Context: an optimization exercise on an open-source flow, tuned for small area. The choices shown serve that exercise and are no tape-out recipe.
Function was checked by simulation only, so behaviour that the tests miss may differ from the original.
No activity file was given, so power comes from the tool's default toggle rates.

$ cat flow/run.sh
#!/bin/bash
# Layout flow: the standard synthesis, unchanged, then the standard
# layout with two settings of its own:
#  - each input and output port gets the smallest buffer cell (buf_1)
#    instead of the flow's default port buffer;
#  - the clock tree uses clkbuf_4, clusters of up to 10 sinks
#    within 40 um, and no dummy loads.
# Each step's full output goes to a log file in the work folder.
set -euo pipefail

bash standard.sh synth > synth.log 2>&1

bash standard.sh \
	"BUFFER_PORTS_ARGS=-buffer_cell sky130_fd_sc_hd__buf_1" \
	"CTS_ARGS=-sink_clustering_enable -repair_clock_nets -dont_use_dummy_load -buf_list sky130_fd_sc_hd__clkbuf_4 -sink_clustering_size 10 -sink_clustering_max_diameter 40" \
	finish > layout.log 2>&1
$ cat standard.sh
#!/bin/bash
# synth_recipe.tcl (not shown) runs the flow's synth.tcl, then flattens the netlist and writes it again
# the make line also repeats each setting of config.mk as NAME=value (left out here)
make -C /OpenROAD-flow-scripts/flow DESIGN_CONFIG=/design/flow/config.mk WORK_HOME=/design/flow/orfs CLKGATE_MAP_FILE= SYNTH_SCRIPT=/design/flow/synth_recipe.tcl "${@:-finish}"
$ cat config.mk
export PLATFORM = sky130hd
export DESIGN_NAME = aesPanelTop
export DESIGN_NICKNAME = aesPanelTop
export VERILOG_FILES = /design/flow/design.v
export SDC_FILE = /design/flow/constraint.sdc
export NUM_CORES = 8
export LEC_CHECK = 0
export CAP_MARGIN = 20
export CORE_MARGIN = 2
export CORE_UTILIZATION = 60
export PLACE_DENSITY = 0.75
export SLEW_MARGIN = 20
export SYNTH_HIERARCHICAL = 1
$ cat design.v
`timescale 1ns/1ps
module aesInv (
	input  logic a,
	output logic y
);
	assign y = ~a;
endmodule
module aesNand2 (
	input  logic a,
	input  logic b,
	output logic y
);
	assign y = ~(a & b);
endmodule
module aesNor2 (
	input  logic a,
	input  logic b,
	output logic y
);
	assign y = ~(a | b);
endmodule
module aesNand3 (
	input  logic a,
	input  logic b,
	input  logic c,
	output logic y
);
	assign y = ~(a & b & c);
endmodule
module aesNand4 (
	input  logic a,
	input  logic b,
	input  logic c,
	input  logic d,
	output logic y
);
	assign y = ~(a & b & c & d);
endmodule
module aesAnd2 (
	input  logic a,
	input  logic b,
	output logic y
);
	assign y = a & b;
endmodule
module aesOr2 (
	input  logic a,
	input  logic b,
	output logic y
);
	assign y = a | b;
endmodule
module aesXor2 (
	input  logic a,
	input  logic b,
	output logic y
);
	assign y = a ^ b;
endmodule
module aesXnor2 (
	input  logic a,
	input  logic b,
	output logic y
);
	assign y = ~(a ^ b);
endmodule
module aesAo21 (
	input  logic a1,
	input  logic a2,
	input  logic b,
	output logic y
);
	assign y = (a1 & a2) | b;
endmodule
module aesAo22 (
	input  logic a1,
	input  logic a2,
	input  logic b1,
	input  logic b2,
	output logic y
);
	assign y = (a1 & a2) | (b1 & b2);
endmodule
module aesAnd3 (
	input  logic a,
	input  logic b,
	input  logic c,
	output logic y
);
	assign y = a & b & c;
endmodule
module aesAnd4 (
	input  logic a,
	input  logic b,
	input  logic c,
	input  logic d,
	output logic y
);
	assign y = a & b & c & d;
endmodule
module aesAnd4b (
	input  logic an,
	input  logic b,
	input  logic c,
	input  logic d,
	output logic y
);
	assign y = ~an & b & c & d;
endmodule
module aesAnd3b (
	input  logic an,
	input  logic b,
	input  logic c,
	output logic y
);
	assign y = ~an & b & c;
endmodule
module aesOr3 (
	input  logic a,
	input  logic b,
	input  logic c,
	output logic y
);
	assign y = a | b | c;
endmodule
module aesOr4 (
	input  logic a,
	input  logic b,
	input  logic c,
	input  logic d,
	output logic y
);
	assign y = a | b | c | d;
endmodule
module aesNand2b (
	input  logic an,
	input  logic b,
	output logic y
);
	assign y = ~(~an & b);
endmodule
module aesNand3b (
	input  logic an,
	input  logic b,
	input  logic c,
	output logic y
);
	assign y = ~(~an & b & c);
endmodule
module aesO21a (
	input  logic a1,
	input  logic a2,
	input  logic b,
	output logic y
);
	assign y = (a1 | a2) & b;
endmodule
module aesO21ai (
	input  logic a1,
	input  logic a2,
	input  logic b,
	output logic y
);
	assign y = ~((a1 | a2) & b);
endmodule
module aesO22ai (
	input  logic a1,
	input  logic a2,
	input  logic b1,
	input  logic b2,
	output logic y
);
	assign y = ~((a1 | a2) & (b1 | b2));
endmodule
module aesMaj3 (
	input  logic a,
	input  logic b,
	input  logic c,
	output logic y
);
	assign y = (a & b) | (a & c) | (b & c);
endmodule
module aesMux2i (
	input  logic a0,
	input  logic a1,
	input  logic s,
	output logic y
);
	assign y = ~(s ? a1 : a0);
endmodule
module aesAoi222 (
	input  logic a1,
	input  logic a2,
	input  logic b1,
	input  logic b2,
	input  logic c1,
	input  logic c2,
	output logic y
);
	assign y = ~((a1 & a2) | (b1 & b2) | (c1 & c2));
endmodule
module aesDec16n (
	input  logic [3:0]  aN,
	output logic [15:0] y
);
	logic [3:0] a;
	logic [3:0] lo;
	logic [3:0] hi;
	for (genvar i = 0; i < 4; i++) begin : gInv
		aesInv uInv (.a(aN[i]), .y(a[i]));
	end
	for (genvar k = 0; k < 4; k++) begin : gPre
		aesNand2 uLo (.a(((k >> 1) & 1) ? a[1] : aN[1]), .b((k & 1) ? a[0] : aN[0]), .y(lo[k]));
		aesNand2 uHi (.a(((k >> 1) & 1) ? a[3] : aN[3]), .b((k & 1) ? a[2] : aN[2]), .y(hi[k]));
	end
	for (genvar i = 0; i < 16; i++) begin : gOut
		aesNor2 uOut (.a(lo[i % 4]), .b(hi[i / 4]), .y(y[i]));
	end
endmodule
module aesDec16ne (
	input  logic [3:0]  aN,
	input  logic        en,
	output logic [15:0] y
);
	logic [3:0] a;
	logic [3:0] lo;
	logic [3:0] hi;
	for (genvar i = 0; i < 4; i++) begin : gInv
		aesInv uInv (.a(aN[i]), .y(a[i]));
	end
	for (genvar k = 0; k < 4; k++) begin : gPre
		aesNand2 uLo (.a(((k >> 1) & 1) ? a[1] : aN[1]), .b((k & 1) ? a[0] : aN[0]), .y(lo[k]));
		aesNand3 uHi (.a(((k >> 1) & 1) ? a[3] : aN[3]), .b((k & 1) ? a[2] : aN[2]), .c(en), .y(hi[k]));
	end
	for (genvar i = 0; i < 16; i++) begin : gOut
		aesNor2 uOut (.a(lo[i % 4]), .b(hi[i / 4]), .y(y[i]));
	end
endmodule
module aesDec16ne2 (
	input  logic [3:0]  aN,
	input  logic        en,
	input  logic        en2,
	output logic [15:0] y,
	output logic [15:0] y2
);
	logic [3:0] a;
	logic [3:0] lo;
	logic [3:0] hi;
	logic [3:0] hi2;
	for (genvar i = 0; i < 4; i++) begin : gInv
		aesInv uInv (.a(aN[i]), .y(a[i]));
	end
	for (genvar k = 0; k < 4; k++) begin : gPre
		aesNand2 uLo (.a(((k >> 1) & 1) ? a[1] : aN[1]), .b((k & 1) ? a[0] : aN[0]), .y(lo[k]));
		aesNand3 uHi (.a(((k >> 1) & 1) ? a[3] : aN[3]), .b((k & 1) ? a[2] : aN[2]), .c(en), .y(hi[k]));
		aesNand3 uHi2 (.a(((k >> 1) & 1) ? a[3] : aN[3]), .b((k & 1) ? a[2] : aN[2]), .c(en2), .y(hi2[k]));
	end
	for (genvar i = 0; i < 16; i++) begin : gOut
		aesNor2 uOut (.a(lo[i % 4]), .b(hi[i / 4]), .y(y[i]));
		aesNor2 uOut2 (.a(lo[i % 4]), .b(hi2[i / 4]), .y(y2[i]));
	end
endmodule
module aesDec16ne3 (
	input  logic [3:0]  aN,
	input  logic        en,
	input  logic        en2,
	input  logic        en3,
	output logic [15:0] y,
	output logic [15:0] y2,
	output logic [15:0] y3
);
	logic [3:0] a;
	logic [3:0] lo;
	logic [3:0] hi;
	logic [3:0] hi2;
	logic [3:0] hi3;
	for (genvar i = 0; i < 4; i++) begin : gInv
		aesInv uInv (.a(aN[i]), .y(a[i]));
	end
	for (genvar k = 0; k < 4; k++) begin : gPre
		aesNand2 uLo (.a(((k >> 1) & 1) ? a[1] : aN[1]), .b((k & 1) ? a[0] : aN[0]), .y(lo[k]));
		aesNand3 uHi (.a(((k >> 1) & 1) ? a[3] : aN[3]), .b((k & 1) ? a[2] : aN[2]), .c(en), .y(hi[k]));
		aesNand3 uHi2 (.a(((k >> 1) & 1) ? a[3] : aN[3]), .b((k & 1) ? a[2] : aN[2]), .c(en2), .y(hi2[k]));
		aesNand3 uHi3 (.a(((k >> 1) & 1) ? a[3] : aN[3]), .b((k & 1) ? a[2] : aN[2]), .c(en3), .y(hi3[k]));
	end
	for (genvar i = 0; i < 16; i++) begin : gOut
		aesNor2 uOut (.a(lo[i % 4]), .b(hi[i / 4]), .y(y[i]));
		aesNor2 uOut2 (.a(lo[i % 4]), .b(hi2[i / 4]), .y(y2[i]));
		aesNor2 uOut3 (.a(lo[i % 4]), .b(hi3[i / 4]), .y(y3[i]));
	end
endmodule
module aesSel48 (
	input  logic [47:0]  sel,
	input  logic [383:0] d,
	output logic [7:0]   y
);
	for (genvar b = 0; b < 8; b++) begin : gBit
		logic [15:0] t;
		logic [3:0]  n;
		for (genvar k = 0; k < 16; k++) begin : gTri
			aesAoi222 uAoi (
				.a1(sel[3 * k]),     .a2(d[24 * k + b]),
				.b1(sel[3 * k + 1]), .b2(d[24 * k + 8 + b]),
				.c1(sel[3 * k + 2]), .c2(d[24 * k + 16 + b]),
				.y(t[k])
			);
		end
		for (genvar k = 0; k < 4; k++) begin : gNand
			aesNand4 uN (.a(t[4 * k]), .b(t[4 * k + 1]), .c(t[4 * k + 2]), .d(t[4 * k + 3]), .y(n[k]));
		end
		aesOr4 uOr (.a(n[0]), .b(n[1]), .c(n[2]), .d(n[3]), .y(y[b]));
	end
endmodule
module aesSel32 (
	input  logic [31:0]  sel,
	input  logic [255:0] d,
	output logic [7:0]   y
);
	for (genvar b = 0; b < 8; b++) begin : gBit
		logic [11:0] t;
		logic [2:0]  n;
		for (genvar k = 0; k < 10; k++) begin : gTri
			aesAoi222 uAoi (
				.a1(sel[3 * k]),     .a2(d[24 * k + b]),
				.b1(sel[3 * k + 1]), .b2(d[24 * k + 8 + b]),
				.c1(sel[3 * k + 2]), .c2(d[24 * k + 16 + b]),
				.y(t[k])
			);
		end
		aesNand2 uLast0 (.a(sel[30]), .b(d[240 + b]), .y(t[10]));
		aesNand2 uLast1 (.a(sel[31]), .b(d[248 + b]), .y(t[11]));
		aesNand4 uN0 (.a(t[0]), .b(t[1]), .c(t[2]), .d(t[3]), .y(n[0]));
		aesNand4 uN1 (.a(t[4]), .b(t[5]), .c(t[6]), .d(t[7]), .y(n[1]));
		aesNand4 uN2 (.a(t[8]), .b(t[9]), .c(t[10]), .d(t[11]), .y(n[2]));
		aesOr3 uOr (.a(n[0]), .b(n[1]), .c(n[2]), .y(y[b]));
	end
endmodule
module aesSel16 (
	input  logic [15:0]  sel,
	input  logic [127:0] d,
	output logic [7:0]   y
);
	for (genvar b = 0; b < 8; b++) begin : gBit
		logic [5:0] t;
		logic [1:0] n;
		for (genvar k = 0; k < 5; k++) begin : gTri
			aesAoi222 uAoi (
				.a1(sel[3 * k]),     .a2(d[24 * k + b]),
				.b1(sel[3 * k + 1]), .b2(d[24 * k + 8 + b]),
				.c1(sel[3 * k + 2]), .c2(d[24 * k + 16 + b]),
				.y(t[k])
			);
		end
		aesNand2 uLast (.a(sel[15]), .b(d[120 + b]), .y(t[5]));
		aesNand4 uN0 (.a(t[0]), .b(t[1]), .c(t[2]), .d(t[3]), .y(n[0]));
		aesNand2 uN1 (.a(t[4]), .b(t[5]), .y(n[1]));
		aesOr2 uOr (.a(n[0]), .b(n[1]), .y(y[b]));
	end
endmodule
module aesSel4 (
	input  logic [3:0]  sel,
	input  logic [31:0] d,
	output logic [7:0]  y
);
	for (genvar b = 0; b < 8; b++) begin : gBit
		logic [1:0] t;
		aesAoi222 uAoi (
			.a1(sel[0]), .a2(d[b]),
			.b1(sel[1]), .b2(d[8 + b]),
			.c1(sel[2]), .c2(d[16 + b]),
			.y(t[0])
		);
		aesNand2 uLast (.a(sel[3]), .b(d[24 + b]), .y(t[1]));
		aesNand2 uOut (.a(t[0]), .b(t[1]), .y(y[b]));
	end
endmodule
module aesSboxN (
	input  logic [7:0] dinN,
	output logic [7:0] dout
);
	logic U0, U1, U2, U3, U4, U5, U6, U7;
	logic X1, T1, X2, X3, T9, T16, T6, T3, T4, T15, T8, T17;
	logic T22, T2, T10, T19, T20, T25, T26, T14, T27, T13, T23, T24;
	logic M1, M2, M3, M4, M5, M6, M7, M8, M9, M10, M11, M12;
	logic M13, M14, M15, M16, M17, M18, M19, M20, M21, M22, M23, M24;
	logic M25, M26, M27, M28, M29, M30, M31, M32, M33, M34, M35, M36;
	logic M37, M38, M39, M40, M41, M42, M43, M44, M45, M46, M47, M48;
	logic M49, M50, M51, M52, M53, M54, M55, M56, M57, M58, M59, M60;
	logic M61, M62, M63, Y1, Y2, Y3, Y4, Y5, Y6, Y7, Y8, Y9;
	logic Y10, Y11, Y12, Y13, Y14, Y15, Y16, Y17, Y18, Y19;
	logic Y20, Y21, Y22, Y23, Y24, Y25, Y26;
	assign {U0, U1, U2, U3, U4, U5, U6, U7} = dinN;
	aesXor2 gX1 (.a(U6), .b(U4), .y(X1));
	aesXor2 gT1 (.a(U3), .b(U0), .y(T1));
	aesXor2 gX2 (.a(U2), .b(U1), .y(X2));
	aesXnor2 gX3 (.a(U5), .b(X1), .y(X3));
	aesXnor2 gT9 (.a(U7), .b(X2), .y(T9));
	aesXnor2 gT16 (.a(U2), .b(X3), .y(T16));
	aesXor2 gT6 (.a(X1), .b(T1), .y(T6));
	aesXor2 gT3 (.a(U6), .b(U0), .y(T3));
	aesXor2 gT4 (.a(U5), .b(U3), .y(T4));
	aesXnor2 gT15 (.a(U1), .b(X3), .y(T15));
	aesXnor2 gT8 (.a(U7), .b(T6), .y(T8));
	aesXnor2 gT17 (.a(U7), .b(T15), .y(T17));
	aesXnor2 gT22 (.a(U6), .b(T9), .y(T22));
	aesXor2 gT2 (.a(U5), .b(U0), .y(T2));
	aesXor2 gT10 (.a(X2), .b(T6), .y(T10));
	aesXor2 gT19 (.a(U3), .b(T9), .y(T19));
	aesXnor2 gT20 (.a(U0), .b(T9), .y(T20));
	aesXnor2 gT25 (.a(U0), .b(T16), .y(T25));
	aesXnor2 gT26 (.a(U6), .b(T25), .y(T26));
	aesXor2 gT14 (.a(T1), .b(T15), .y(T14));
	aesXor2 gT27 (.a(T16), .b(T6), .y(T27));
	aesXor2 gT13 (.a(T3), .b(T4), .y(T13));
	aesXor2 gT23 (.a(T22), .b(T2), .y(T23));
	aesXor2 gT24 (.a(T2), .b(T10), .y(T24));
	aesNand2 gM1 (.a(T13), .b(T6), .y(M1));
	aesNand2 gM2 (.a(T23), .b(T8), .y(M2));
	aesXnor2 gM3 (.a(T14), .b(M1), .y(M3));
	aesNor2 gM4 (.a(T19), .b(U7), .y(M4));
	aesXnor2 gM5 (.a(M4), .b(M1), .y(M5));
	aesNand2 gM6 (.a(T3), .b(T16), .y(M6));
	aesNand2 gM7 (.a(T22), .b(T9), .y(M7));
	aesXnor2 gM8 (.a(T26), .b(M6), .y(M8));
	aesNand2 gM9 (.a(T20), .b(T17), .y(M9));
	aesXor2 gM10 (.a(M9), .b(M6), .y(M10));
	aesNand2 gM11 (.a(T1), .b(T15), .y(M11));
	aesNand2 gM12 (.a(T4), .b(T27), .y(M12));
	aesXor2 gM13 (.a(M12), .b(M11), .y(M13));
	aesNand2 gM14 (.a(T2), .b(T10), .y(M14));
	aesXor2 gM15 (.a(M14), .b(M11), .y(M15));
	aesXnor2 gM16 (.a(M3), .b(M2), .y(M16));
	aesXor2 gM17 (.a(M5), .b(T24), .y(M17));
	aesXnor2 gM18 (.a(M8), .b(M7), .y(M18));
	aesXor2 gM19 (.a(M10), .b(M15), .y(M19));
	aesXor2 gM20 (.a(M16), .b(M13), .y(M20));
	aesXor2 gM21 (.a(M17), .b(M15), .y(M21));
	aesXor2 gM22 (.a(M18), .b(M13), .y(M22));
	aesXor2 gM23 (.a(M19), .b(T25), .y(M23));
	aesXnor2 gM24 (.a(M22), .b(M23), .y(M24));
	aesNand2 gM25 (.a(M22), .b(M20), .y(M25));
	aesXor2 gM26 (.a(M21), .b(M25), .y(M26));
	aesXnor2 gM27 (.a(M20), .b(M21), .y(M27));
	aesXor2 gM28 (.a(M23), .b(M25), .y(M28));
	aesNor2 gM29 (.a(M28), .b(M27), .y(M29));
	aesNor2 gM30 (.a(M26), .b(M24), .y(M30));
	aesNand2 gM31 (.a(M20), .b(M23), .y(M31));
	aesNor2 gM32 (.a(M27), .b(M31), .y(M32));
	aesXor2 gM33 (.a(M27), .b(M25), .y(M33));
	aesNand2 gM34 (.a(M21), .b(M22), .y(M34));
	aesNor2 gM35 (.a(M24), .b(M34), .y(M35));
	aesXor2 gM36 (.a(M24), .b(M25), .y(M36));
	aesXor2 gM37 (.a(M21), .b(M29), .y(M37));
	aesXor2 gM38 (.a(M32), .b(M33), .y(M38));
	aesXnor2 gM39 (.a(M23), .b(M30), .y(M39));
	aesXor2 gM40 (.a(M35), .b(M36), .y(M40));
	aesXor2 gM41 (.a(M38), .b(M40), .y(M41));
	aesXnor2 gM42 (.a(M37), .b(M39), .y(M42));
	aesXor2 gM43 (.a(M37), .b(M38), .y(M43));
	aesXnor2 gM44 (.a(M39), .b(M40), .y(M44));
	aesXor2 gM45 (.a(M42), .b(M41), .y(M45));
	aesNand2 gM46 (.a(M44), .b(T6), .y(M46));
	aesNand2 gM47 (.a(M40), .b(T8), .y(M47));
	aesNor2 gM48 (.a(M39), .b(U7), .y(M48));
	aesNand2 gM49 (.a(M43), .b(T16), .y(M49));
	aesNand2 gM50 (.a(M38), .b(T9), .y(M50));
	aesNand2 gM51 (.a(M37), .b(T17), .y(M51));
	aesNand2 gM52 (.a(M42), .b(T15), .y(M52));
	aesNand2 gM53 (.a(M45), .b(T27), .y(M53));
	aesNand2 gM54 (.a(M41), .b(T10), .y(M54));
	aesNand2 gM55 (.a(M44), .b(T13), .y(M55));
	aesNand2 gM56 (.a(M40), .b(T23), .y(M56));
	aesNor2 gM57 (.a(M39), .b(T19), .y(M57));
	aesNand2 gM58 (.a(M43), .b(T3), .y(M58));
	aesNand2 gM59 (.a(M38), .b(T22), .y(M59));
	aesNand2 gM60 (.a(M37), .b(T20), .y(M60));
	aesNand2 gM61 (.a(M42), .b(T1), .y(M61));
	aesNand2 gM62 (.a(M45), .b(T4), .y(M62));
	aesNand2 gM63 (.a(M41), .b(T2), .y(M63));
	aesXor2 gY1 (.a(M61), .b(M62), .y(Y1));
	aesXnor2 gY2 (.a(M50), .b(Y1), .y(Y2));
	aesXor2 gY3 (.a(M55), .b(M56), .y(Y3));
	aesXnor2 gY4 (.a(M48), .b(M58), .y(Y4));
	aesXnor2 gY5 (.a(M47), .b(Y3), .y(Y5));
	aesXor2 gY6 (.a(M46), .b(M49), .y(Y6));
	aesXnor2 gY7 (.a(M53), .b(Y2), .y(Y7));
	aesXor2 gY8 (.a(M51), .b(M59), .y(Y8));
	aesXor2 gY9 (.a(Y4), .b(Y6), .y(Y9));
	aesXor2 gY10 (.a(Y2), .b(Y5), .y(Y10));
	aesXor2 gY11 (.a(M46), .b(M52), .y(Y11));
	aesXor2 gY12 (.a(M54), .b(M60), .y(Y12));
	aesXor2 gY13 (.a(M49), .b(M52), .y(Y13));
	aesXor2 gY14 (.a(Y3), .b(Y13), .y(Y14));
	aesXor2 gS0 (.a(Y14), .b(Y7), .y(dout[7]));
	aesXnor2 gY15 (.a(M53), .b(Y1), .y(Y15));
	aesXor2 gY16 (.a(Y11), .b(Y5), .y(Y16));
	aesXnor2 gS1 (.a(Y15), .b(Y16), .y(dout[6]));
	aesXor2 gY17 (.a(M61), .b(M63), .y(Y17));
	aesXor2 gY18 (.a(Y4), .b(Y11), .y(Y18));
	aesXor2 gY19 (.a(Y12), .b(Y17), .y(Y19));
	aesXnor2 gS2 (.a(Y18), .b(Y19), .y(dout[5]));
	aesXor2 gS3 (.a(Y6), .b(Y10), .y(dout[4]));
	aesXnor2 gY20 (.a(M48), .b(M51), .y(Y20));
	aesXor2 gS4 (.a(Y20), .b(Y10), .y(dout[3]));
	aesXnor2 gY21 (.a(M56), .b(M57), .y(Y21));
	aesXor2 gY22 (.a(Y12), .b(Y21), .y(Y22));
	aesXor2 gY23 (.a(Y9), .b(Y22), .y(Y23));
	aesXor2 gS5 (.a(Y7), .b(Y23), .y(dout[2]));
	aesXor2 gY24 (.a(M54), .b(M58), .y(Y24));
	aesXor2 gY25 (.a(Y8), .b(Y24), .y(Y25));
	aesXnor2 gS6 (.a(Y25), .b(Y7), .y(dout[1]));
	aesXor2 gY26 (.a(Y1), .b(Y8), .y(Y26));
	aesXnor2 gS7 (.a(Y9), .b(Y26), .y(dout[0]));
endmodule
`timescale 1ns/1ps
module encryptCtrl (
	input  logic clk,
	input  logic rstN,
	input  logic set,
	input  logic lastStep,
	output logic start,
	output logic busy,
	output logic cipherValid
);
	logic setQ;
	logic setN;
	logic setQNext;
	logic busyKeep;
	logic busyNext;
	logic validSet;
	logic validNext;
	aesAnd3b uStart (.an(set), .b(rstN), .c(setQ), .y(start));
	aesAnd2 uSetQ (.a(rstN), .b(set), .y(setQNext));
	aesAnd3b uKeep (.an(lastStep), .b(busy), .c(rstN), .y(busyKeep));
	aesOr2 uBusy (.a(start), .b(busyKeep), .y(busyNext));
	aesInv uSetN (.a(set), .y(setN));
	aesAo21 uValid (.a1(cipherValid), .a2(setN), .b(lastStep), .y(validSet));
	aesAnd3b uValidNext (.an(start), .b(rstN), .c(validSet), .y(validNext));
	always_ff @(posedge clk) begin
		setQ        <= setQNext;
		busy        <= busyNext;
		cipherValid <= validNext;
	end
endmodule
`timescale 1ns/1ps
module roundCounter (
	input  logic       clk,
	input  logic       start,
	input  logic       busy,
	input  logic [3:0] curPhase,
	output logic       lastStep,
	output logic       loadAny,
	output logic       loadState,
	output logic       stateSbox,
	output logic       stateSum,
	output logic       opKey,
	output logic       opByte,
	output logic       opDouble,
	output logic       sboxKeyLo,
	output logic       sboxKeyHi,
	output logic       sboxData,
	output logic [3:0] readIdxN,
	output logic [3:0] readPhaseN,
	output logic       keyLoad,
	output logic       keyKeep,
	output logic       mixSbox,
	output logic       mixPrev,
	output logic       mixRcon,
	output logic [7:0] rcon,
	output logic [3:0] tapSel
);
	logic [3:0] slot;
	logic [2:0] rev;
	logic [3:0] roundNum;
	logic [3:0] slotNext;
	logic [2:0] revNext;
	logic [3:0] roundNext;
	logic s10, s210, slotAll, revEnd;
	logic slotX1, slotX2, slotX3;
	aesAnd2 uS10 (.a(slot[1]), .b(slot[0]), .y(s10));
	aesAnd2 uS210 (.a(s10), .b(slot[2]), .y(s210));
	aesAnd2 uSAll (.a(s210), .b(slot[3]), .y(slotAll));
	aesXnor2 uSX1 (.a(slot[1]), .b(slot[0]), .y(slotX1));
	aesXnor2 uSX2 (.a(slot[2]), .b(s10), .y(slotX2));
	aesXnor2 uSX3 (.a(slot[3]), .b(s210), .y(slotX3));
	aesNor2 uSN0 (.a(slot[0]), .b(start), .y(slotNext[0]));
	aesNor2 uSN1 (.a(slotX1), .b(start), .y(slotNext[1]));
	aesNor2 uSN2 (.a(slotX2), .b(start), .y(slotNext[2]));
	aesNor2 uSN3 (.a(slotX3), .b(start), .y(slotNext[3]));
	aesAnd2 uRevEnd (.a(busy), .b(slotAll), .y(revEnd));
	logic r0N, r0, r20N, r10, rev7, rev3, revAN, v21N, v20N, v10N, revEN, revCN;
	aesOr4 uR0N (.a(roundNum[0]), .b(roundNum[1]), .c(roundNum[2]), .d(roundNum[3]), .y(r0N));
	aesInv uR0 (.a(r0N), .y(r0));
	aesNor2 uR20 (.a(roundNum[2]), .b(roundNum[0]), .y(r20N));
	aesAnd3 uR10 (.a(roundNum[3]), .b(roundNum[1]), .c(r20N), .y(r10));
	aesAnd3 uRev7 (.a(rev[0]), .b(rev[1]), .c(rev[2]), .y(rev7));
	aesAnd3b uRev3 (.an(rev[2]), .b(rev[1]), .c(rev[0]), .y(rev3));
	aesOr3 uRevA (.a(rev[0]), .b(rev[1]), .c(rev[2]), .y(revAN));
	aesNor2 uV21 (.a(rev[2]), .b(rev[1]), .y(v21N));
	aesNor2 uV20 (.a(rev[2]), .b(rev[0]), .y(v20N));
	aesNand2 uRevE (.a(v21N), .b(rev[0]), .y(revEN));
	aesNand2 uRevC (.a(v20N), .b(rev[1]), .y(revCN));
	logic nextRound;
	aesAnd2 uNext (.a(revEnd), .b(rev7), .y(nextRound));
	aesAnd3 uLast (.a(revEnd), .b(r10), .c(rev3), .y(lastStep));
	logic vt1, vt2, vI0N, vI1, vI2;
	aesAnd2 uVt1 (.a(slotAll), .b(rev[0]), .y(vt1));
	aesAnd2 uVt2 (.a(vt1), .b(rev[1]), .y(vt2));
	aesXnor2 uVI0 (.a(rev[0]), .b(slotAll), .y(vI0N));
	aesXor2 uVI1 (.a(rev[1]), .b(vt1), .y(vI1));
	aesXor2 uVI2 (.a(rev[2]), .b(vt2), .y(vI2));
	aesNor2 uVN0 (.a(vI0N), .b(start), .y(revNext[0]));
	aesOr2 uVN1 (.a(vI1), .b(start), .y(revNext[1]));
	aesOr2 uVN2 (.a(vI2), .b(start), .y(revNext[2]));
	logic qt1, qt2, qt3;
	logic [3:0] qX;
	aesAnd2 uQt1 (.a(nextRound), .b(roundNum[0]), .y(qt1));
	aesAnd2 uQt2 (.a(qt1), .b(roundNum[1]), .y(qt2));
	aesAnd2 uQt3 (.a(qt2), .b(roundNum[2]), .y(qt3));
	aesXnor2 uQX0 (.a(roundNum[0]), .b(nextRound), .y(qX[0]));
	aesXnor2 uQX1 (.a(roundNum[1]), .b(qt1), .y(qX[1]));
	aesXnor2 uQX2 (.a(roundNum[2]), .b(qt2), .y(qX[2]));
	aesXnor2 uQX3 (.a(roundNum[3]), .b(qt3), .y(qX[3]));
	for (genvar i = 0; i < 4; i++) begin : gRound
		aesNor2 uQN (.a(qX[i]), .b(start), .y(roundNext[i]));
	end
	always_ff @(posedge clk) begin
		slot     <= slotNext;
		rev      <= revNext;
		roundNum <= roundNext;
	end
	logic actN, subBytes, expand, rconRev, finalKey, mixRev, mixRevPre, firstCol, firstColN;
	logic keySbox, keySboxN, row3N, row0;
	aesNand2 uActN (.a(busy), .b(r0N), .y(actN));
	aesAnd2 uLoad (.a(busy), .b(r0), .y(loadAny));
	aesAnd2 uLoadState (.a(loadAny), .b(rev[0]), .y(loadState));
	aesAnd3b uLoadKey (.an(rev[0]), .b(busy), .c(r0), .y(keyLoad));
	aesNand3b uKeep (.an(rev[0]), .b(busy), .c(r0), .y(keyKeep));
	aesNor2 uSub (.a(actN), .b(revAN), .y(subBytes));
	aesNor2 uExpand (.a(actN), .b(revEN), .y(expand));
	aesNor2 uRcon (.a(actN), .b(revCN), .y(rconRev));
	aesAnd3 uFinal (.a(busy), .b(r10), .c(rev3), .y(finalKey));
	aesNor2 uMixRevN (.a(actN), .b(r10), .y(mixRevPre));
	aesAnd2 uMixRev (.a(mixRevPre), .b(revAN), .y(mixRev));
	aesNor2 uFirst (.a(slot[3]), .b(slot[2]), .y(firstCol));
	aesOr2 uFirstN (.a(slot[3]), .b(slot[2]), .y(firstColN));
	aesAnd2 uKeySbox (.a(expand), .b(firstCol), .y(keySbox));
	aesNand2 uRow3N (.a(slot[1]), .b(slot[0]), .y(row3N));
	aesNor2 uRow0 (.a(slot[1]), .b(slot[0]), .y(row0));
	assign stateSbox = subBytes;
	aesNor2 uStateSum (.a(loadState), .b(subBytes), .y(stateSum));
	assign opKey = finalKey;
	aesNor2 uSboxLo (.a(keySboxN), .b(row3N), .y(sboxKeyLo));
	aesNand2 uKeySboxN (.a(expand), .b(firstCol), .y(keySboxN));
	aesAnd2 uSboxHi (.a(keySbox), .b(row3N), .y(sboxKeyHi));
	assign sboxData = keySboxN;
	assign mixSbox = keySbox;
	aesAnd2 uMixPrev (.a(expand), .b(firstColN), .y(mixPrev));
	aesAnd2 uMixRcon (.a(rconRev), .b(row0), .y(mixRcon));
	logic v1r1N, mbA, mbB, mbC, mbD, mixByte, v10N2, mdA0, mdA, mdB, mdC, mixDouble;
	aesNor2 uV1r1 (.a(rev[1]), .b(slot[1]), .y(v1r1N));
	aesAnd2 uMbA (.a(v1r1N), .b(rev[0]), .y(mbA));
	aesAnd3b uMbB (.an(slot[1]), .b(rev[1]), .c(slot[0]), .y(mbB));
	aesAnd3b uMbC (.an(rev[1]), .b(rev[0]), .c(slot[0]), .y(mbC));
	aesNor2 uV10N (.a(rev[1]), .b(rev[0]), .y(v10N2));
	aesAnd3b uMbD (.an(slot[0]), .b(v10N2), .c(slot[1]), .y(mbD));
	aesOr4 uMb (.a(mbA), .b(mbB), .c(mbC), .d(mbD), .y(mixByte));
	aesAnd3b uMdA0 (.an(rev[2]), .b(rev[1]), .c(rev[0]), .y(mdA0));
	aesAnd3 uMdA (.a(mdA0), .b(slot[1]), .c(slot[0]), .y(mdA));
	aesAnd2 uMdB (.a(v10N2), .b(row0), .y(mdB));
	aesAnd3b uMdC (.an(slot[0]), .b(v20N), .c(slot[1]), .y(mdC));
	aesOr3 uMd (.a(mdA), .b(mdB), .c(mdC), .y(mixDouble));
	logic sd1a, sd1b, sd0, sd1, sq0, sqa, sqb, sq1, sh1a, sh1b;
	logic [3:0] mixSlotN;
	assign mixSlotN[0] = rev[0];
	aesXnor2 uMs1 (.a(rev[1]), .b(rev[0]), .y(mixSlotN[1]));
	aesXnor2 uSd0 (.a(rev[0]), .b(slot[0]), .y(sd0));
	aesAnd2 uSd1a (.a(rev[0]), .b(slot[0]), .y(sd1a));
	aesXnor2 uSd1b (.a(mixSlotN[1]), .b(slot[1]), .y(sd1b));
	aesXor2 uSd1 (.a(sd1b), .b(sd1a), .y(sd1));
	aesAnd2 uSq0 (.a(roundNum[0]), .b(sd0), .y(sq0));
	aesAnd2 uSqa (.a(roundNum[1]), .b(sd0), .y(sqa));
	aesAnd2 uSqb (.a(roundNum[0]), .b(sd1), .y(sqb));
	aesXor2 uSq1 (.a(sqa), .b(sqb), .y(sq1));
	aesXnor2 uMs2 (.a(slot[2]), .b(sq0), .y(mixSlotN[2]));
	aesAnd2 uSh1a (.a(slot[2]), .b(sq0), .y(sh1a));
	aesXor2 uSh1b (.a(slot[3]), .b(sq1), .y(sh1b));
	aesXnor2 uMs3 (.a(sh1b), .b(sh1a), .y(mixSlotN[3]));
	logic [3:0] dispSlotN;
	assign dispSlotN[2:0] = curPhase[2:0];
	aesXnor2 uDs3 (.a(curPhase[3]), .b(curPhase[0]), .y(dispSlotN[3]));
	logic mixRevN;
	logic [3:0] pickN;
	aesInv uMixRevInv (.a(mixRev), .y(mixRevN));
	for (genvar i = 0; i < 4; i++) begin : gPick
		aesAo22 uPick (.a1(mixRev), .a2(mixSlotN[i]), .b1(mixRevN), .b2(dispSlotN[i]), .y(pickN[i]));
	end
	logic ic1, ic2, ic3, ix1, ix2, ix3;
	aesXor2 uI0 (.a(pickN[0]), .b(slot[0]), .y(readIdxN[0]));
	aesAnd2 uIc1 (.a(pickN[0]), .b(slot[0]), .y(ic1));
	aesXor2 uIx1 (.a(pickN[1]), .b(slot[1]), .y(ix1));
	aesXor2 uI1 (.a(ix1), .b(ic1), .y(readIdxN[1]));
	aesMaj3 uIc2 (.a(pickN[1]), .b(slot[1]), .c(ic1), .y(ic2));
	aesXor2 uIx2 (.a(pickN[2]), .b(slot[2]), .y(ix2));
	aesXor2 uI2 (.a(ix2), .b(ic2), .y(readIdxN[2]));
	aesMaj3 uIc3 (.a(pickN[2]), .b(slot[2]), .c(ic2), .y(ic3));
	aesXor2 uIx3 (.a(pickN[3]), .b(slot[3]), .y(ix3));
	aesXor2 uI3 (.a(ix3), .b(ic3), .y(readIdxN[3]));
	logic kl0, kl1, klc, kp0, kpa, kpb, kp1, kt1, kt0N, kt1N;
	aesXnor2 uKl0 (.a(roundNum[0]), .b(rev[0]), .y(kl0));
	aesOr2 uKlc (.a(roundNum[0]), .b(rev[0]), .y(klc));
	aesXnor2 uKl1 (.a(roundNum[1]), .b(klc), .y(kl1));
	aesAnd2 uKp0 (.a(kl0), .b(slot[0]), .y(kp0));
	aesAnd2 uKpa (.a(kl1), .b(slot[0]), .y(kpa));
	aesAnd2 uKpb (.a(kl0), .b(slot[1]), .y(kpb));
	aesXor2 uKp1 (.a(kpa), .b(kpb), .y(kp1));
	aesXor2 uKt1 (.a(kp1), .b(kp0), .y(kt1));
	aesInv uKt0N (.a(kp0), .y(kt0N));
	aesInv uKt1N (.a(kt1), .y(kt1N));
	aesNor2 uTap0 (.a(kt1), .b(kp0), .y(tapSel[0]));
	aesNor2 uTap1 (.a(kt1), .b(kt0N), .y(tapSel[1]));
	aesNor2 uTap2 (.a(kt1N), .b(kp0), .y(tapSel[2]));
	aesAnd2 uTap3 (.a(kt1), .b(kp0), .y(tapSel[3]));
	logic n21, n10, n20, rc1a, r30, r21, r210, rc2a, rc3a, r10x, r32x;
	aesNor2 uN21 (.a(roundNum[2]), .b(roundNum[1]), .y(n21));
	aesNor2 uN10 (.a(roundNum[1]), .b(roundNum[0]), .y(n10));
	aesAnd2 uRc0 (.a(n21), .b(roundNum[0]), .y(rcon[0]));
	aesAnd2 uR30 (.a(roundNum[3]), .b(roundNum[0]), .y(r30));
	aesNor2 uN20 (.a(roundNum[2]), .b(roundNum[0]), .y(n20));
	aesAnd2 uRc1a (.a(n20), .b(roundNum[1]), .y(rc1a));
	aesOr2 uRc1 (.a(rc1a), .b(r30), .y(rcon[1]));
	aesAnd3b uRc2a (.an(roundNum[2]), .b(roundNum[1]), .c(roundNum[0]), .y(rc2a));
	aesAnd2 uR31 (.a(roundNum[3]), .b(roundNum[1]), .y(r21));
	aesOr2 uRc2 (.a(rc2a), .b(r21), .y(rcon[2]));
	aesAnd2 uRc3a (.a(n10), .b(roundNum[2]), .y(rc3a));
	aesOr2 uRc3 (.a(rc3a), .b(r30), .y(rcon[3]));
	aesAnd3b uRc4a (.an(roundNum[1]), .b(roundNum[2]), .c(roundNum[0]), .y(r210));
	aesXor2 uR10x (.a(roundNum[1]), .b(roundNum[0]), .y(r10x));
	aesAo21 uRc4 (.a1(roundNum[3]), .a2(r10x), .b(r210), .y(rcon[4]));
	aesXor2 uR32x (.a(roundNum[3]), .b(roundNum[2]), .y(r32x));
	aesAnd3b uRc5 (.an(roundNum[0]), .b(roundNum[1]), .c(r32x), .y(rcon[5]));
	aesAnd3 uRc6 (.a(roundNum[2]), .b(roundNum[1]), .c(roundNum[0]), .y(rcon[6]));
	aesAnd2 uRc7 (.a(roundNum[3]), .b(n10), .y(rcon[7]));
	aesAnd2 uOpByte (.a(mixRev), .b(mixByte), .y(opByte));
	aesAnd2 uOpDbl (.a(mixRev), .b(mixDouble), .y(opDouble));
	logic [3:0] slotN;
	for (genvar i = 0; i < 4; i++) begin : gPhase
		aesInv uSlotN (.a(slot[i]), .y(slotN[i]));
		aesMux2i uPh (.a0(curPhase[i]), .a1(slotN[i]), .s(loadAny), .y(readPhaseN[i]));
	end
endmodule
`timescale 1ns/1ps
module keySchedule (
	input  logic         clk,
	input  logic [7:0]   rd,
	input  logic         keyLoad,
	input  logic         keyKeep,
	input  logic         mixSbox,
	input  logic         mixPrev,
	input  logic         mixRcon,
	input  logic [7:0]   rcon,
	input  logic [3:0]   tapSel,
	input  logic [7:0]   sboxOut,
	input  logic         sboxKeyLo,
	input  logic         sboxKeyHi,
	input  logic         sboxData,
	input  logic [7:0]   keyed,
	output logic [7:0]   sboxInN,
	output logic [7:0]   keyTap
);
	logic [127:0] ring;
	logic [7:0]   mixInN;
	logic [7:0]   expanded;
	logic [7:0]   keyIn;
	for (genvar b = 0; b < 8; b++) begin : gSbIn
		aesAoi222 uSbIn (
			.a1(sboxKeyLo), .a2(ring[72 + b]),
			.b1(sboxKeyHi), .b2(ring[104 + b]),
			.c1(sboxData),  .c2(keyed[b]),
			.y(sboxInN[b])
		);
	end
	aesSel4 uTap (.sel(tapSel), .d({ring[103:96], ring[71:64], ring[39:32], ring[7:0]}), .y(keyTap));
	for (genvar b = 0; b < 8; b++) begin : gBit
		aesAoi222 uMix (
			.a1(mixSbox), .a2(sboxOut[b]),
			.b1(mixPrev), .b2(ring[96 + b]),
			.c1(mixRcon), .c2(rcon[b]),
			.y(mixInN[b])
		);
		aesXnor2 uExp (.a(ring[b]), .b(mixInN[b]), .y(expanded[b]));
		aesAo22 uIn (.a1(keyLoad), .a2(rd[b]), .b1(keyKeep), .b2(expanded[b]), .y(keyIn[b]));
	end
	always_ff @(posedge clk) begin
		ring <= {keyIn, ring[127:8]};
	end
endmodule
`timescale 1ns/1ps
module roundDatapath (
	input  logic         clk,
	input  logic [7:0]   rd,
	input  logic         loadState,
	input  logic         stateSbox,
	input  logic         stateSum,
	input  logic         opKey,
	input  logic         opByte,
	input  logic         opDouble,
	input  logic [7:0]   keyTap,
	input  logic [7:0]   sboxInN,
	output logic [127:0] ring,
	output logic [7:0]   keyed,
	output logic [7:0]   sboxOut
);
	logic [7:0]   doubled;
	logic [7:0]   operandN;
	logic [7:0]   sum;
	logic [7:0]   stateInN;
	logic [7:0]   stateIn;
	assign doubled[0] = rd[7];
	assign doubled[2] = rd[1];
	assign doubled[5] = rd[4];
	assign doubled[6] = rd[5];
	assign doubled[7] = rd[6];
	aesXor2 uDbl1 (.a(rd[0]), .b(rd[7]), .y(doubled[1]));
	aesXor2 uDbl3 (.a(rd[2]), .b(rd[7]), .y(doubled[3]));
	aesXor2 uDbl4 (.a(rd[3]), .b(rd[7]), .y(doubled[4]));
	for (genvar b = 0; b < 8; b++) begin : gBit
		aesAoi222 uOp (
			.a1(opKey),    .a2(keyTap[b]),
			.b1(opByte),   .b2(rd[b]),
			.c1(opDouble), .c2(doubled[b]),
			.y(operandN[b])
		);
		aesXnor2 uSum (.a(ring[b]), .b(operandN[b]), .y(sum[b]));
		aesXor2 uKeyed (.a(ring[b]), .b(keyTap[b]), .y(keyed[b]));
		aesAoi222 uIn (
			.a1(loadState), .a2(rd[b]),
			.b1(stateSbox), .b2(sboxOut[b]),
			.c1(stateSum),  .c2(sum[b]),
			.y(stateInN[b])
		);
		aesInv uInv (.a(stateInN[b]), .y(stateIn[b]));
	end
	aesSboxN uSbox (.dinN(sboxInN), .dout(sboxOut));
	always_ff @(posedge clk) begin
		ring <= {stateIn, ring[127:8]};
	end
endmodule
`timescale 1ns/1ps
module panelEntry (
	input  logic         clk,
	input  logic         rstN,
	input  logic         set,
	input  logic         buttonU,
	input  logic         buttonD,
	input  logic         buttonL,
	input  logic         buttonR,
	input  logic         cipherValid,
	input  logic [15:0]  writeEn,
	input  logic [7:0]   rd,
	output logic [127:0] plainBlock,
	output logic         edit,
	output logic [3:0]   curPhase,
	output logic [7:0]   sevenNum
);
	logic         rst;
	logic [7:0]   same;
	logic [8:0]   carry;
	logic [7:0]   editByte;
	logic [7:0]   display;
	logic       phaseMove;
	logic [2:0] phaseSame;
	logic [3:0] phaseCarry;
	logic [3:0] phaseToggle;
	logic [3:0] phaseKeep;
	logic [3:0] phaseNext;
	aesOr2 uMove (.a(buttonR), .b(buttonL), .y(phaseMove));
	for (genvar i = 0; i < 3; i++) begin : gPhaseSame
		aesXnor2 uSame (.a(curPhase[i]), .b(buttonR), .y(phaseSame[i]));
	end
	assign phaseCarry[0] = phaseMove;
	for (genvar i = 1; i < 4; i++) begin : gPhaseCarry
		aesAnd2 uCarry (.a(phaseCarry[i - 1]), .b(phaseSame[i - 1]), .y(phaseCarry[i]));
	end
	for (genvar i = 0; i < 4; i++) begin : gPhaseNext
		aesXnor2 uKeep (.a(curPhase[i]), .b(phaseCarry[i]), .y(phaseKeep[i]));
		aesNor2 uNext (.a(rst), .b(phaseKeep[i]), .y(phaseNext[i]));
	end
	always_ff @(posedge clk) begin
		curPhase <= phaseNext;
	end
	assign carry[0] = 1'b1;
	for (genvar i = 0; i < 8; i++) begin : gEdit
		aesXnor2 uSame (.a(rd[i]), .b(buttonU), .y(same[i]));
		if (i == 0) begin : gFirst
			assign carry[1] = same[0];
		end else begin : gNext
			aesAnd2 uCarry (.a(carry[i]), .b(same[i]), .y(carry[i + 1]));
		end
	end
	aesInv uRst (.a(rstN), .y(rst));
	aesInv uToggle0 (.a(rd[0]), .y(editByte[0]));
	for (genvar i = 1; i < 8; i++) begin : gToggle
		aesXor2 uToggle (.a(rd[i]), .b(carry[i]), .y(editByte[i]));
	end
	logic editButton;
	aesOr2 uEditButton (.a(buttonU), .b(buttonD), .y(editButton));
	aesAnd4b uEdit (.an(carry[8]), .b(set), .c(editButton), .d(rstN), .y(edit));
	logic [15:0]  keep;
	logic [127:0] plainNext;
	for (genvar b = 0; b < 16; b++) begin : gEnable
		aesNor2 uKeep (.a(writeEn[b]), .b(rst), .y(keep[b]));
		for (genvar i = 0; i < 8; i++) begin : gHold
			aesAo22 uHold (
				.a1(writeEn[b]), .a2(editByte[i]),
				.b1(keep[b]),    .b2(plainBlock[8 * b + i]),
				.y(plainNext[8 * b + i])
			);
		end
	end
	always_ff @(posedge clk) begin
		plainBlock <= plainNext;
	end
	logic showAny;
	aesO21a uShow (.a1(set), .a2(cipherValid), .b(rstN), .y(showAny));
	for (genvar i = 0; i < 8; i++) begin : gShow
		aesAnd2 uShow (.a(showAny), .b(rd[i]), .y(display[i]));
	end
	always_ff @(posedge clk) begin
		sevenNum <= display;
	end
endmodule
`timescale 1ns/1ps
module aesPanelTop (
	input  logic         clk,
	input  logic         rstN,
	input  logic         set,
	input  logic         buttonU,
	input  logic         buttonD,
	input  logic         buttonL,
	input  logic         buttonR,
	input  logic [127:0] cipherKey,
	output logic [3:0]   curPhase,
	output logic [7:0]   sevenNum,
	output logic         cipherValid
);
	logic        start;
	logic        busy;
	logic        lastStep;
	logic        loadAny;
	logic        loadState;
	logic        keyLoad;
	logic        stateSbox;
	logic        stateSum;
	logic        opKey;
	logic        opByte;
	logic        opDouble;
	logic        sboxKeyLo;
	logic        sboxKeyHi;
	logic        sboxData;
	logic [3:0]  readIdxN;
	logic [3:0]  readPhaseN;
	logic        keyKeep;
	logic        mixSbox;
	logic        mixPrev;
	logic        mixRcon;
	logic [7:0]  rcon;
	logic [3:0]  tapSel;
	logic [15:0] readSel;
	logic [15:0] phaseSel;
	logic [15:0] keySel;
	logic [15:0] writeEn;
	logic        edit;
	logic [7:0]  rd;
	logic [127:0] plainBlock;
	logic [127:0] stateRing;
	logic        selPlain;
	logic        selState;
	logic [7:0]  sboxOut;
	logic [7:0]  keyed;
	logic [7:0]  sboxInN;
	logic [7:0]  keyTap;
	encryptCtrl uCtrl (
		.clk(clk),
		.rstN(rstN),
		.set(set),
		.lastStep(lastStep),
		.start(start),
		.busy(busy),
		.cipherValid(cipherValid)
	);
	roundCounter uCounter (
		.clk(clk),
		.start(start),
		.busy(busy),
		.curPhase(curPhase),
		.lastStep(lastStep),
		.loadAny(loadAny),
		.loadState(loadState),
		.stateSbox(stateSbox),
		.stateSum(stateSum),
		.opKey(opKey),
		.opByte(opByte),
		.opDouble(opDouble),
		.sboxKeyLo(sboxKeyLo),
		.sboxKeyHi(sboxKeyHi),
		.sboxData(sboxData),
		.readIdxN(readIdxN),
		.readPhaseN(readPhaseN),
		.keyLoad(keyLoad),
		.keyKeep(keyKeep),
		.mixSbox(mixSbox),
		.mixPrev(mixPrev),
		.mixRcon(mixRcon),
		.rcon(rcon),
		.tapSel(tapSel)
	);
	aesOr2 uSelPlain (.a(set), .b(loadState), .y(selPlain));
	aesNor2 uSelState (.a(set), .b(loadAny), .y(selState));
	aesDec16ne uReadDec (.aN(readIdxN), .en(selState), .y(readSel));
	aesDec16ne3 uPhaseDec (.aN(readPhaseN), .en(selPlain), .en2(keyLoad), .en3(edit), .y(phaseSel), .y2(keySel), .y3(writeEn));
	aesSel48 uRead (.sel({readSel, keySel, phaseSel}), .d({stateRing, cipherKey, plainBlock}), .y(rd));
	keySchedule uKeys (
		.clk(clk),
		.rd(rd),
		.keyLoad(keyLoad),
		.keyKeep(keyKeep),
		.mixSbox(mixSbox),
		.mixPrev(mixPrev),
		.mixRcon(mixRcon),
		.rcon(rcon),
		.tapSel(tapSel),
		.sboxOut(sboxOut),
		.sboxKeyLo(sboxKeyLo),
		.sboxKeyHi(sboxKeyHi),
		.sboxData(sboxData),
		.keyed(keyed),
		.sboxInN(sboxInN),
		.keyTap(keyTap)
	);
	roundDatapath uDatapath (
		.clk(clk),
		.rd(rd),
		.loadState(loadState),
		.stateSbox(stateSbox),
		.stateSum(stateSum),
		.opKey(opKey),
		.opByte(opByte),
		.opDouble(opDouble),
		.keyTap(keyTap),
		.sboxInN(sboxInN),
		.ring(stateRing),
		.keyed(keyed),
		.sboxOut(sboxOut)
	);
	panelEntry uPanel (
		.clk(clk),
		.rstN(rstN),
		.set(set),
		.buttonU(buttonU),
		.buttonD(buttonD),
		.buttonL(buttonL),
		.buttonR(buttonR),
		.cipherValid(cipherValid),
		.writeEn(writeEn),
		.edit(edit),
		.rd(rd),
		.plainBlock(plainBlock),
		.curPhase(curPhase),
		.sevenNum(sevenNum)
	);
endmodule
$ cat constraint.sdc
create_clock -name core_clock -period 10.0 [get_ports {clk}]
set_input_delay 2.0000 -clock core_clock [delete_from_list [all_inputs] [get_ports {clk}]]
set_output_delay 2.0000 -clock core_clock [all_outputs]
set_load 0.01 [all_outputs]
==> results.cfg <==
[route]
vias = 11720
firstDrtPassIters = 13
finalWirelength_mm = 42.4
ant_nets = 0
drc = 0
wire_per_inst_um = 24.0
drt_iter0_drc = 2192
vias_per_cell = 6.62

[power_and_ir_drop]
intPower_mw = 2.33
clock_power_share_pct = 19.3
switching_share_pct = 37.1
switchingPower_mw = 1.37
totalPowerFinal_mw = 3.70
power_density_nw_per_um2 = 234
leakagePower_nw = 6.14
p_comb_share_pct = 32.9
seqPwrFrac_pct = 47.8
ir_drop_v = 0.000229

[worst_setup_path]
path_buf_inv = 0
crit_path_end_kind = flop
cp-start-kind = flop
cpPeakStageDelay_ns = 0.78
path_class = flop to flop
cp_common_cell = xnor2_1
required_ns = 10.52
critPathMaxFanout = 20
cpLargestDelayFamily = XOR/XNOR gates
slowest_stage = a222oi_1
critPathArrivalTime_ns = 9.44

[yosys]
synth_xor_area_share_pct = 10.2
synth_compound_area_share_pct = 20.4
postSynthCellCount = 1246
synth_top_family_by_area = compound AO/OA/AOI/OAI gates
synthSimpleGateAreaFrac_pct = 11.2
synth_cell_types = 22
seq_area_frac_synth_pct = 57.0
netlist_area_sq_um = 14400
synthTopCellsByArea = dfxtp_1 (57%), a222oi_1 (12%), a22o_1 (8.5%), xor2_1 (5.5%), xnor2_1 (4.7%)
synth_top_area_share_pct = 57.0
synth_fp_nets = 1381
yosys.area.top_type = dfxtp_1
synth_fa_ha_area_share_pct = 0.157
synth-seq-cells = 410
muxShareOfSynthArea_pct = 0.278
synth_area_per_cell_sq_um = 11.5
yosys_warnings = 11

[sta]
timing.slew.headroom_pct = 32.0
fin_crit_ns = 8.92
fin_skew_ns = 0.0823
grt_setup_unrepaired = false
fin_hold_ws_ns = 0.277
slew_violations = 0
setup_viol_count_final = 0
tns_ns = 0
hold_viol_final = 0
tightest_slew_ns = 1.02
fin_crit_sh_pct = 89.2
fmax_mhz = 112

[clock_tree]
cts-root-buf = clkbuf_4
cts_buffers = 51
insertion_delay_ns = 0.69
cts_sinks = 410
ctsHoldBuffers = 0
cts_max_level = 2
path_clk_slew_ns = 0.10
cts_resized = 0
cts_setup_buffers = 0
cts_tree = built
clk_path_buf_depth = 3

[cells_and_area]
nFillCells = 1858
final_cells = 1770
layout.nets = 1587
synthToLayoutAreaGrowth_pct = 9.74
drive_above_1_share_pct = 4.28
layout_common_cells = dfxtp_1 (410), a222oi_1 (168), buf_1 (147), a22o_1 (140), nor2_1 (120)
layout_commonest_cell = dfxtp_1
fin_util_pct = 67.1

[place]
place.gp.congestion = 1.01
dp.final_hpwl_mm = 31.2
dp.cells = 1717
port_buffers = 147

[die]
initial_core_util_pct = 61.1
dieWidth_um = 159
io_pins = 148
rows = 56
die_h_um = 159
die_area_sq_um = 25200
core_sq_um = 23500

[global_routing]
gr-total-overflow = 0
grtUsageTotal_pct = 32.0
grt_pass1_vias = 11031
antenna_found_initial = 1
grt_pass1_wl_mm = 63.4
grt_max_degree = 21

[min_path]
hold_class = flop to flop

[status]
outcome = timing/DRC/antenna clean

[flow_run]
cap_violations = 0
## cell type report
type | count | area [sq um] | share of cell area [%]
diodes | 1 | 2.50 | 0.0158
inverters | 27 | 101 | 0.642
flip-flops and latches | 410 | 8210 | 52.0
multi-input cells | 809 | 6100 | 38.6
clock buffers | 51 | 383 | 2.42
repair buffers | 153 | 594 | 3.76
well taps | 319 | 399 | 2.53
## flip-flops by register name (all words and copies together), names as in the netlist
signal,flops
uPanel.sevenNum,8
uPanel.plainBlock,128
uCounter.slot,4
uCtrl.cipherValid,1
uCtrl.busy,1
uKeys.ring,128
uDatapath.ring,128
uCounter.rev,3
uPanel.curPhase,4
uCounter.roundNum,4
uCtrl.setQ,1
## Yosys cell counts
master	number
a21o_1	2
a222oi_1	168
a22o_1	140
and2_1	56
and3_1	6
and3b_1	13
and4b_1	1
dfxtp_1	410
inv_1	27
maj3_2	2
mux2i_1	4
nand2_1	56
nand3_1	16
nand3b_1	1
nand4_1	32
nor2_1	120
o21a_1	1
or2_1	11
or3_1	2
or4_1	10
xnor2_1	78
xor2_1	90
## worst register-to-register path, delay by kind of cell, from the launching register on
kind / cells / cell delay, ns
XOR/XNOR: 21 / 5.07
flip-flops: 1 / 0.74
AO/OA/AOI/OAI: 4 / 1.81
AND/OR/NAND/NOR: 7 / 1.18
## modules after synthesis, one instance, submodules excluded, excerpt
module,copies in the design,cell area (sq um),cells
encryptCtrl,1,60.1,3
aesAnd3b,13,8.76,1
aesOr3,2,6.26,1
aesOr2,11,6.26,1
panelEntry,1,2800,140
aesMux2i,4,10.0,1
aesMaj3,2,11.3,1
## power by group through the flow
| stage | clock (mW) | combinational [mW] | sequential, mW |
|---|---|---|---|
| after floorplan | 0 | 0.870 | 1.78 |
| after global placement | 0 | 1.18 | 1.80 |
| after detailed placement | 0 | 1.19 | 1.80 |
| after CTS | 0.730 | 1.19 | 1.76 |
| after global routing | 0.789 | 1.30 | 1.77 |
| final | 0.715 | 1.22 | 1.76 |
## final timing paths
| check | start | cells after the start | endpoint | slack [ns] |
|---|---|---|---|---|
| setup reg to reg | uCounter.rev[0] | 32 | uKeys.ring[121] | 1.08 |
| hold / removal | uKeys.ring[123] | 0 | uKeys.ring[115] | 0.28 |
| hold reg to reg | uKeys.ring[123] | 0 | uKeys.ring[115] | 0.28 |
| setup / recovery | uCounter.rev[0] | 32 | uKeys.ring[121] | 1.08 |
## cell families after synthesis
| group | Yosys count |
|---|---|
| compound gates | 311 |
| flops | 410 |
| buf+inv | 27 |
| mux | 4 |
| simple gates | 324 |
| fa+ha+maj | 2 |
| xor+xnor | 168 |
## routing by layer
metal  part of all wire [%]  routed length (um)  track usage (%)  vias to the layer above
met2                     46               19600             51.5                      714
met4                    3.6                1520             12.5                        0
met5                      0                   0                0                        -
met1                     41               17400             42.6                     5656
met3                    9.2                3920             6.69                      108
li1                       -                   -                -                     5242
## metrics by stage
step / instance area [sq um] / worst slack, ns
3_5_place_dp: 15400 / 1.11
2_1_floorplan: 14400 / 2.36
5_1_grt: 15800 / 0.452
3_3_place_gp: 15400 / 1.38
4_1_cts: 15800 / 1.03
6_report: 15800 / 1.08

## re-timing with driven ports
No port has a modelled driver above. Below, the same layout with a new extraction and two added sets of constraints. Step 1 (the two cells are an assumption about what drives the block):
set clk [get_ports {clk}]
set_driving_cell -lib_cell sky130_fd_sc_hd__clkbuf_16 $clk
set_driving_cell -lib_cell sky130_fd_sc_hd__buf_2 [delete_from_list [all_inputs] $clk]
Step 2 moves the port delays by t, midway between the first and last clock arrival at a register: inputs arrive t later, outputs are due t later. That takes back most of the time a late clock gives input paths. a / b / c = no drivers / after step 1 / after step 2; a / b = the first two.
shift t [ns]: 0.693
slack for setup (ns): 1.080 / 1.080 / 1.080
worst setup path after step 2: register to register
slew at the worst register clock pin (ns): 0.11 / 0.11
worst slew at a driven data input, ns: 0.05
After both steps this run still meets setup and hold. For this run, drivers alone change the setup slack by 0.000 ns; drivers and shift together by 0.000 ns.
